Background: an optimization exercise with open tools, aiming at small area, a short achievable clock period and few clock cycles per item. Do not read the settings as production practice.
In this exercise RTL edits were held to simulation tests only and were not proved equivalent to the original.

Setup of harbor:
## md5_hash_engine_top
module md5_hash_engine_top (
  input  logic                clk,
  input  logic                rst_n,
  input  md5_pkg::md5_in_t    in_data,
  input  logic                in_push,
  output logic                in_full,
  output md5_pkg::md5_out_t   out_data,
  output logic                out_empty,
  input  logic                out_pop
);
Size in the first run: about 5200 cells after synthesis.
Settings: LEC_CHECK=0, CAP_MARGIN=20, CORE_MARGIN=2, CORE_UTILIZATION=50, CTS_BUF_LIST=sky130_fd_sc_hd__clkbuf_4 sky130_fd_sc_hd__clkbuf_8, SETUP_SLACK_MARGIN=5, SLEW_MARGIN=20; clock period 11.0 ns.
run.sh (not shown) runs the stock make flow with config.mk's settings and CLKGATE_MAP_FILE= SYNTH_SCRIPT=/design/flow/synth_recipe.tcl, a recipe that flattens the netlist after the stock synthesis.
Testbench counts of harbor, summed over its fixed seeds: cycles 54,209, bytes 43,719.
Input changes introduced in quartz (baseline for comparison: harbor):
--- a/flow/design.v
+++ b/flow/design.v
@@ -179,23 +179,24 @@
   logic [3:0]  wslot;
   logic        wr;
   logic [1:0]  st_r, st_nxt;
   logic [5:0]  step_r;
   logic        rpar_r;
   logic        cur_last_r;
   logic [31:0] b_r, c_r, d_r;
   logic        nm_r;
   logic [5:0]  step_nxt;
   logic [3:0]  grp_nx;
   logic [31:0] m1_r, m2_r;
-  logic [31:0] b_nx, c_nx, d_nx;
+  logic [31:0] c_nx, d_nx;
+  logic [31:0] binit;
   logic [1:0]  rg_r;
   logic [1:0]  rj_r;
   logic [31:0] m1, m2;
   logic [31:0] rg0, rg1, rg2, rg3;
   logic [31:0] rot;
   logic [31:0] xr_r;
   logic [3:0][31:0] chain_r;
   logic        ovld_r;
   logic [1:0]  oidx_r;
   logic        comp;
   logic        fin;
@@ -238,33 +239,27 @@
   assign abort = comp && (step_r == 6'd46) && ovld_r;
   assign adv   = comp;
   assign grp_nx = 4'b0001 << step_nxt[5:4];
   always_comb begin
     m1 = ({32{grp_nx[0]}} & (c_nx ^ d_nx)) | ({32{grp_nx[2]}}) |
          ({32{grp_nx[1] | grp_nx[3]}} & d_nx);
     m2 = ({32{grp_nx[0]}} & d_nx) | ({32{grp_nx[1]}} & c_nx & ~d_nx) |
          ({32{grp_nx[2]}} & (c_nx ^ d_nx)) | ({32{grp_nx[3]}} & ~(c_nx ^ d_nx));
     f = (b_r & m1_r) ^ m2_r;
     t = f + xr_r;
   end
+  assign binit = nm_r ? IV_B : chain_r[1];
   always_comb begin
-    if (comp && !(fin && cur_last_r)) begin
-      b_nx = b_step;
-    end else if (comp || nm_r) begin
-      b_nx = IV_B;
-    end else begin
-      b_nx = chain_r[1];
-    end
     if (fin) begin
-      c_nx = cur_last_r ? IV_C : s1;
-      d_nx = cur_last_r ? IV_D : chain_r[3];
+      c_nx = s1;
+      d_nx = chain_r[3];
     end else if (comp) begin
       c_nx = b_r;
       d_nx = c_r;
     end else begin
       c_nx = nm_r ? IV_C : chain_r[2];
       d_nx = nm_r ? IV_D : chain_r[3];
     end
   end
   always_comb begin
     case (rj_r)
       2'd0: rg0 = {t[24:0], t[31:25]};
@@ -298,23 +293,23 @@
     endcase
   end
   always_comb begin
     case (step_r[1:0])
       2'd1:    csel = nm_r ? IV_A : chain_r[0];
       2'd2:    csel = nm_r ? IV_D : chain_r[3];
       default: csel = nm_r ? IV_C : chain_r[2];
     endcase
   end
   assign s1 = csel + b_r;
   assign s2 = (nm_r ? IV_B : chain_r[1]) + b_r;
-  assign bsel   = (&step_r) ? s2 : b_r;
+  assign bsel   = !comp ? binit : ((&step_r) ? s2 : b_r);
   assign b_step = bsel + rot;
   assign rpar_nxt = start ? (rdy_r ? !wpar_r : wpar_r) : rpar_r;
   always_comb begin
     case ({rpar_nxt, step_nxt})
       7'd0: slot_n = 4'd1;
       7'd1: slot_n = 4'd2;
       7'd2: slot_n = 4'd3;
       7'd3: slot_n = 4'd4;
       7'd4: slot_n = 4'd5;
       7'd5: slot_n = 4'd6;
       7'd6: slot_n = 4'd7;
@@ -504,29 +499,29 @@
       6'd60: kc_n = 32'hbd3af235;
       6'd61: kc_n = 32'h2ad7d2bb;
       6'd62: kc_n = 32'heb86d391;
       default: kc_n = 32'hd76aa478;
     endcase
   end
   assign kc    = comp ? kc_n : 32'hd76aa478;
   always_comb begin
     if (st_r == C_IDLE) begin
       xa = nm_r ? IV_A : chain_r[0];
     end else if (fin) begin
-      xa = cur_last_r ? IV_A : chain_r[0];
+      xa = chain_r[0];
     end else begin
       xa = d_r;
     end
   end
   assign blk_done = wr && (&wptr_r);
-  assign start    = (rdy_r || blk_done) && ((st_r == C_IDLE) || fin);
+  assign start    = (rdy_r || blk_done) && ((st_r == C_IDLE) || (fin && !cur_last_r));
   always_comb begin
     st_nxt = st_r;
     case (st_r)
       C_IDLE:  if (start) st_nxt = C_COMP;
       default: if ((fin && !start) || abort) st_nxt = C_IDLE;
     endcase
   end
   always_ff @(posedge clk) begin
     if (!rst_n) begin
       wptr_r     <= 4'd0;
       wok_r      <= 1'b1;
@@ -578,28 +573,28 @@
           ovld_r  <= 1'b0;
         end
       end
     end
   end
   assign step_nxt = (comp && !abort) ? step_r + 6'd1 : 6'd0;
   always_ff @(posedge clk) begin
     step_r <= step_nxt;
     rg_r   <= step_nxt[5:4];
     rj_r   <= step_nxt[1:0];
     rslot_r <= (st_nxt == C_COMP) ? slot_n : 4'd0;
-    b_r    <= b_nx;
+    b_r    <= b_step;
     c_r    <= c_nx;
     d_r    <= d_nx;
-    m1_r   <= m1;
-    m2_r   <= m2;
-    xr_r   <= xa + kc + buf_r[rslot_r];
+    m1_r   <= (st_nxt == C_COMP) ? m1 : 32'h0;
+    m2_r   <= (st_nxt == C_COMP) ? m2 : 32'h0;
+    xr_r   <= (st_nxt == C_COMP) ? xa + kc + buf_r[rslot_r] : 32'h0;
   end
   assign out_empty            = !ovld_r;
   assign out_data.digest_word = chain_r[oidx_r];
   assign out_data.word_index  = oidx_r;
   assign out_data.digest_last = &oidx_r;
 endmodule
 module md5_hash_engine_top (
   input  logic                clk,
   input  logic                rst_n,
   input  md5_pkg::md5_in_t    in_data,
   input  logic                in_push,
Notes after the runs:
quartz: flow completed, timing, DRC and antenna clean
[quartz vs harbor] fraction of met3 tracks used by global routing: lower in quartz
First element of the critical path = u_core.b_r[1]$_DFF_P_: quartz; first element of the critical path = u_core.b_r[0]$_DFF_P_: harbor
NOTE: vias after detailed routing in quartz exceeds that of harbor
Diff harbor -> quartz: net count of the mapped netlist increased by 3.2% relative to the old numbers, final cell count without fillers went up 184, final routed wirelength across all metal layers went up by about 5.5%.
Clock skew, harbor and quartz: smaller value in harbor
As far as remaining antenna violation count goes, quartz and harbor are indistinguishable; the numbers are identical.
Synthesized cell count for quartz: 178 up relative to harbor
Testbench counts of quartz, summed over its fixed seeds: cycles 54,447, bytes 43,719.

## what the ideal ports hide
In the flow no input, the clock included, has a driving cell. The finished layouts below were timed again as built, in two steps. Step 1 sets driving cells, clkbuf_16 on the clock port and buf_2 on the other inputs (assumed; they add their load-dependent delay and slew). Step 2 times the ports against the registers' clock, not the clock port: input delays grow and output delays shrink by t, the midpoint of the rising clock arrivals with the driver on. Slacks: ideal / step 1 / step 2; pairs: ideal / step 1.
run | shift t [ns] | setup slack, ns | worst setup path at the end
harbor | 0.910 | 4.371 / 4.371 / 4.229 | input to register
quartz | 0.920 | 4.591 / 4.591 / 4.287 | input to register
After both steps setup and hold are still met in every run listed. For quartz, which loses most, drivers alone change the setup slack by 0.000 ns; drivers and shift together by -0.304 ns.
